This is an optimization exercise on Yosys and OpenROAD, whose aim is small area and a short achievable clock period, not a production implementation.
RTL that was checked went through simulation tests only; none was proved equivalent to the original.
No driver is modelled on the clock port, so clock power and skew are understated where the tree is cut down; a real chip needs a root buffer or a tree.
Power is estimated from default activity; no workload was simulated.

job 7190:
==> flow/design.v (excerpt) <==
module wav_riff_stream_parser (
    input  wire             clk,
    input  wire             rst_n,
    input  wire             bytes_valid,
    output wire             bytes_ready,
    input  wire  [7:0]      bytes_in_byte,
    input  wire             bytes_end_of_file,
    output wire             results_valid,
    input  wire             results_ready,
    output wire  [1:0]      results_out_kind,
    output wire  [15:0]     results_sample_word,
    output wire  [1:0]      results_channel_count,
    output wire  [4:0]      results_sample_bits,
    output wire  [31:0]     results_sample_rate_hz,
    output wire  [2:0]      results_error_code,
    output wire             results_last_of_file
);
    localparam logic [1:0] KIND_FORMAT = wrp_pkg::KIND_FORMAT;
    localparam logic [1:0] KIND_SAMPLE = wrp_pkg::KIND_SAMPLE;
    localparam logic [1:0] KIND_ERROR  = wrp_pkg::KIND_ERROR;
    localparam logic [2:0] PH_HDR   = 3'd0;
    localparam logic [2:0] PH_CHK   = 3'd1;
    localparam logic [2:0] PH_FMT   = 3'd2;
    localparam logic [2:0] PH_SKIP  = 3'd3;
    localparam logic [2:0] PH_DATA  = 3'd4;
    localparam logic [2:0] PH_DRAIN = 3'd5;
    logic [1:0]  step;
    logic        ready_q;
    logic        ready_o;             
    logic        proc;                
    logic        dec;                 
    logic        outv;
    logic [2:0]  phase;
    logic [4:0]  cnt;
    logic        swapped;
    logic        seen;
    logic [7:0]  r0, r1, r2, r3;      
    logic [7:0]  c0, c1, c2, c3;      
    logic        rb, cb, kb;          
    logic        rza, a1, a2;         
    logic        rz;                  
    logic        cl;                  
  ...
For scale: ~76 I/O pins.
clock: 6.0 ns
lec_check: 0
abc_area: 1
cap_margin: 20
core_margin: 2
core_utilization: 40
setup_slack_margin: 3.75
slew_margin: 20
standard.sh (not shown) runs the stock make flow with config.mk's settings and CLKGATE_MAP_FILE= SYNTH_SCRIPT=/design/flow/synth_recipe.tcl, a recipe that flattens the netlist after the stock synthesis.
==> flow/flow/run.sh <==
#!/bin/bash
# The standard layout (the standard.sh: standard synthesis and ORFS flow),
# with two changes: the port buffers are buf_1 cells, and the clock tree is
# two levels of clock buffers built by flow/pre_cts.tcl instead of
# TritonCTS, whose root buffer drives leaves spread over the whole die. Each tool's full output stays in ORFS's own logs
# under orfs/logs; make's output goes to flow_make.log here.
set -euo pipefail
here=$(pwd)
bash standard.sh "BUFFER_PORTS_ARGS=-buffer_cell sky130_fd_sc_hd__buf_1" \
  "PRE_CTS_TCL=$here/flow/pre_cts.tcl" finish > flow_make.log 2>&1
Other scripts of this flow, unchanged in this note and not shown: flow/flow/mytree2.tcl, flow/flow/pre_cts.tcl
Having completed the whole flow, job 7190 delivered a layout that passed the timing, DRC and antenna checks.
diff inputs: job 7190 => job 5884
-- flow/design.v --
<<< job 7190, line 83
    localparam logic [1:0] KIND_SAMPLE = wrp_pkg::KIND_SAMPLE;
    localparam logic [1:0] KIND_ERROR  = wrp_pkg::KIND_ERROR;
    localparam logic [2:0] PH_HDR   = 3'd0;
    localparam logic [2:0] PH_CHK   = 3'd1;
    localparam logic [2:0] PH_FMT   = 3'd2;
    localparam logic [2:0] PH_SKIP  = 3'd3;
    localparam logic [2:0] PH_DATA  = 3'd4;
    localparam logic [2:0] PH_DRAIN = 3'd5;
    logic [1:0]  step;
    logic        ready_q;
>>> job 5884, line 83
    localparam logic [1:0] KIND_SAMPLE = wrp_pkg::KIND_SAMPLE;
    localparam logic [1:0] KIND_ERROR  = wrp_pkg::KIND_ERROR;
    localparam logic [5:0] PH_HDR   = 6'b000001;
    localparam logic [5:0] PH_CHK   = 6'b000010;
    localparam logic [5:0] PH_FMT   = 6'b000100;
    localparam logic [5:0] PH_SKIP  = 6'b001000;
    localparam logic [5:0] PH_DATA  = 6'b010000;
    localparam logic [5:0] PH_DRAIN = 6'b100000;
    logic [1:0]  step;
    logic        ready_q;
<<< job 7190, line 95
    logic        dec;                 
    logic        outv;
    logic [2:0]  phase;
    logic [4:0]  cnt;
    logic        swapped;
>>> job 5884, line 95
    logic        dec;                 
    logic        outv;
    logic [5:0]  phase;
    logic [4:0]  cnt;
    logic        swapped;
<<< job 7190, line 134
    assign pfin = proc && st3;
    logic ph_hdr, ph_chk, ph_fmt, ph_skip, ph_data;
    assign ph_hdr  = (phase == PH_HDR);
    assign ph_chk  = (phase == PH_CHK);
    assign ph_fmt  = (phase == PH_FMT);
    assign ph_skip = (phase == PH_SKIP);
    assign ph_data = (phase == PH_DATA);
    logic        b16;
    logic        data8;
>>> job 5884, line 134
    assign pfin = proc && st3;
    logic ph_hdr, ph_chk, ph_fmt, ph_skip, ph_data;
    assign ph_hdr  = phase[0];
    assign ph_chk  = phase[1];
    assign ph_fmt  = phase[2];
    assign ph_skip = phase[3];
    assign ph_data = phase[4];
    logic        b16;
    logic        data8;
<<< job 7190, line 284
        end
    end
    always_ff @(posedge clk)
        if (proc && (step == 2'd1) && id_byte)
            ma <= ((k == 2'd0) || ma) && (b == e_a);
    logic id_byte, fmt_start, rate_wr;
    assign id_byte   = (ph_hdr && (cnt[3:2] != 2'd1)) || (ph_chk && !cnt[2]);
>>> job 5884, line 284
        end
    end
    logic mlo, mhi;
    always_ff @(posedge clk)
    begin
        mlo <= (b[3:0] == e_a[3:0]);
        mhi <= (b[7:4] == e_a[7:4]);
        if (proc && (step == 2'd1) && id_byte)
            ma <= ((k == 2'd0) || ma) && mlo && mhi;
    end
    logic id_byte, fmt_start, rate_wr;
    assign id_byte   = (ph_hdr && (cnt[3:2] != 2'd1)) || (ph_chk && !cnt[2]);
<<< job 7190, line 307
    assign d_d16lo   = ph_data && b16 && !cnt[0];
    assign d_d16hi   = ph_data && b16 && cnt[0];
    assign d_drain   = !(ph_hdr || ph_chk || ph_fmt || ph_skip || ph_data);
    logic s_hdr_r, s_hdr_w, s_hdr3, s_hdr11, s_chk0z, s_chk_adv, s_sz;
    logic s_fmt15, s_fmtlt15, s_fmtge16, s_skip, s_d8, s_d16lo, s_d16hi, s_drain;
    logic ok;
    assign ok = tagok && (chan_q != 2'd0) && (bits_q != 2'd0);
    assign s_hdr_r   = d_hdr_r;
    assign s_hdr_w   = d_hdr_w;
>>> job 5884, line 312
    assign d_d16lo   = ph_data && b16 && !cnt[0];
    assign d_d16hi   = ph_data && b16 && cnt[0];
    assign d_drain   = phase[5];
    logic s_hdr_r, s_hdr_w, s_hdr3, s_hdr11, s_chk0z, s_chk_adv, s_sz;
    logic s_fmt15, s_fmtlt15, s_fmtge16, s_skip, s_d8, s_d16lo, s_d16hi, s_drain;
    logic ok;
    assign s_hdr_r   = d_hdr_r;
    assign s_hdr_w   = d_hdr_w;
<<< job 7190, line 329
    begin
        s_sz      <= d_sz;
    end
    logic chanz;
>>> job 5884, line 333
    begin
        s_sz      <= d_sz;
        ok        <= tagok && (chan_q != 2'd0) && (bits_q != 2'd0);
    end
    logic chanz;
<<< job 7190, line 354
    assign err[0] = g_a || g_1 || (g_f && tagok && chanz) || g_7;
    logic go_drain, go_chk;
    logic [2:0] ph_n;
    logic [4:0] cnt_n, cnt_inc;
    logic c_inc, c_one, c_zero;
>>> job 5884, line 359
    assign err[0] = g_a || g_1 || (g_f && tagok && chanz) || g_7;
    logic go_drain, go_chk;
    logic [5:0] ph_n;
    logic [4:0] cnt_n, cnt_inc;
    logic c_inc, c_one, c_zero;
<<< job 7190, line 370
    logic sz_wz, sz_ed, sz_tb, sz_emit;
    logic [2:0] sz_err;
    logic [2:0] sz_ph;
    assign fmtk   = ma && !mb && !seen;
    assign datk   = ma && mb;
>>> job 5884, line 375
    logic sz_wz, sz_ed, sz_tb, sz_emit;
    logic [2:0] sz_err;
    logic [5:0] sz_ph;
    assign fmtk   = ma && !mb && !seen;
    assign datk   = ma && mb;
==> summary.txt <==
Job 5884 was carried through to the last stage, and its layout satisfied the timing, DRC and antenna checks.
Of the two values seen for peak-usage layer in the global routing report, met2 was produced by job 5884 and met1 by job 7190.
Job 7190 → job 5884: final worst slack up 0.042 ns; full die area rose by 210 um2; instance count of the mapped netlist now sits lower.
Job 5884 vs job 7190, source of the critical timing path: word_q[2]$_SDFFCE_PN0P_ vs word_q[3]$_SDFFCE_PN0P_
Sequential share of cell area ended up 1.8 points higher on job 5884 than on job 7190.
Fraction of power spent switching nets, job 5884 and job 7190, higher one = job 7190.
Compared with job 7190, job 5884 shows a worst-case hold slack that is 0.0059 ns lower.
Job 5884 against job 7190: combinational gate power dropped about 40%; proportion of synthesized chip area in sequential cells picked up an extra 1.3 points; final-layout fill cell count now larger; number of buffers inserted to repair setup after CTS lost 4.
No functional check of the RTL was part of job 7190. No run of this note takes its clock network from TritonCTS; it comes from the design's own scripts or RTL.

---

wav_riff_stream_parser, a different RTL version from the one above (not shown whole).
Size in the first run: roughly 160 flip-flops, roughly 7000 um2 of cells after synthesis.
clock: 6.0 ns
lec_check: 0
abc_area: 1
cap_margin: 20
core_margin: 2
core_utilization: 40
cts_buf_list: sky130_fd_sc_hd__clkbuf_8
setup_slack_margin: 3.6
slew_margin: 20
==> flow/flow/run.sh <==
#!/bin/bash
# The standard layout (the standard.sh: standard synthesis and ORFS flow),
# with one change: the port buffers are buf_1 cells instead of the default
# choice. Each tool's full output stays in ORFS's own logs under orfs/logs;
# make's output goes to flow_make.log here.
set -euo pipefail
bash standard.sh "BUFFER_PORTS_ARGS=-buffer_cell sky130_fd_sc_hd__buf_1" finish > flow_make.log 2>&1
The baseline completed without violations.
Next try:
--- a/flow/design.v
+++ b/flow/design.v
@@ -385,38 +385,36 @@
                      datk ? (!seen || (eof_q && !sz_ed)) :
                             (sz_tb || eof_q);
     assign sz_err  = fmtk ? (sz_wz ? 3'd4 : 3'd3) : {seen, 2'b11};
     assign sz_ph   = fmtk ? (sz_wz ? PH_DRAIN : PH_FMT) :
                      datk ? ((!seen || sz_ed) ? PH_DRAIN : PH_DATA) :
                             (sz_tb ? PH_DRAIN : sz_wz ? PH_CHK : PH_SKIP);
     always_ff @(posedge clk or negedge rst_n)
     begin
         if (!rst_n)
         begin
             step    <= 2'd0;
             ready_q <= 1'b0;
-            ready_o <= 1'b0;
             proc    <= 1'b0;
             dec     <= 1'b0;
             outv    <= 1'b0;
             phase   <= PH_HDR;
             cnt     <= 5'd0;
             swapped <= 1'b0;
             seen    <= 1'b0;
         end
         else
         begin
             step    <= step + 2'd1;
             ready_q <= (step == 2'd2) && !proc && !dec && !(outv && !results_ready);
-            ready_o <= (step == 2'd2) && !proc && !dec && !(outv && !results_ready);
             if (ready_q && bytes_valid)
                 proc <= 1'b1;
             else if (st3)
                 proc <= 1'b0;
             dec <= pfin;
             if (dec)
                 outv <= s_sz ? sz_emit : emit_q;
             else if (results_ready)
                 outv <= 1'b0;
             if ((pfin && !s_sz) || (dec && s_sz))
             begin
                 if (eof_q)
@@ -435,24 +433,26 @@
                 begin
                     phase   <= ph_n;
                     cnt     <= cnt_n;
                     if (s_hdr3)
                         swapped <= mb;
                     if (s_fmt15 && ok)
                         seen <= 1'b1;
                 end
             end
         end
     end
     always_ff @(posedge clk)
+        ready_o <= (step == 2'd2) && !proc && !dec && !(outv && !results_ready);
+    always_ff @(posedge clk)
     begin
         if (ready_q)
         begin
             eof_q  <= bytes_end_of_file;
             cand0  <= ph_hdr  ? bytes_in_byte[2] :
                       swapped ? bytes_in_byte[0] : !bytes_in_byte[1];
             if (data8)
                 word_q <= {8'd0, bytes_in_byte};
             else if (hsel)
                 word_q[15:8] <= bytes_in_byte;
             else
                 word_q[7:0] <= bytes_in_byte;
Result:
- The new run produced a clean layout
- setup slack is better by 0.012 ns
- wire length falls by 2.3%
- area after synthesis stays flat
- die area barely changes
- worst hold slack degrades by 0.0049 ns
- sequential share of layout area rose by 0.71 points
- clock-buffer cell count stays the same
- sequential power barely changes
- global-route usage falls by 0.13 points
- total power went up by 1.4%
- via count went down by 0.57%
- core utilization is lower by 0.61 points
For the first run of this note, only the layout was checked, not whether the RTL still works.

## afterwards: timing with drivers on the ports
The flow's constraints put no driver on any port. The routed layouts listed below were extracted and timed again, unchanged, in two steps.
Step 1 sets driving cells, clkbuf_16 on the clock port and buf_2 on the other inputs (assumed; they add their load-dependent delay and slew).
Step 2, shift: input delay + t, output delay - t, t = (earliest + latest rising clock arrival at the registers) / 2. This alone moves slack from input paths to output paths.
a / b / c = ideal / step 1 / step 2; a / b = the first two.
run	shift t [ns]	slack for setup (ns)	worst hold slack (ns)	slew at the worst register clock pin (ns)	cell pins on the clock port's net
job 7190	0.370	3.770 / 3.698 / 3.914	0.326 / 0.326 / 0.326	0.12 / 0.12	4
job 5884	0.368	3.812 / 3.734 / 3.891	0.320 / 0.320 / 0.320	0.10 / 0.10	4
the first run of note 2	0.492	3.635 / 3.598 / 3.715	0.332 / 0.332 / 0.332	0.10 / 0.10	1
the second run of note 2	0.494	3.647 / 3.607 / 3.825	0.327 / 0.327 / 0.327	0.10 / 0.10	1
After both steps setup and hold are still met in every run listed.
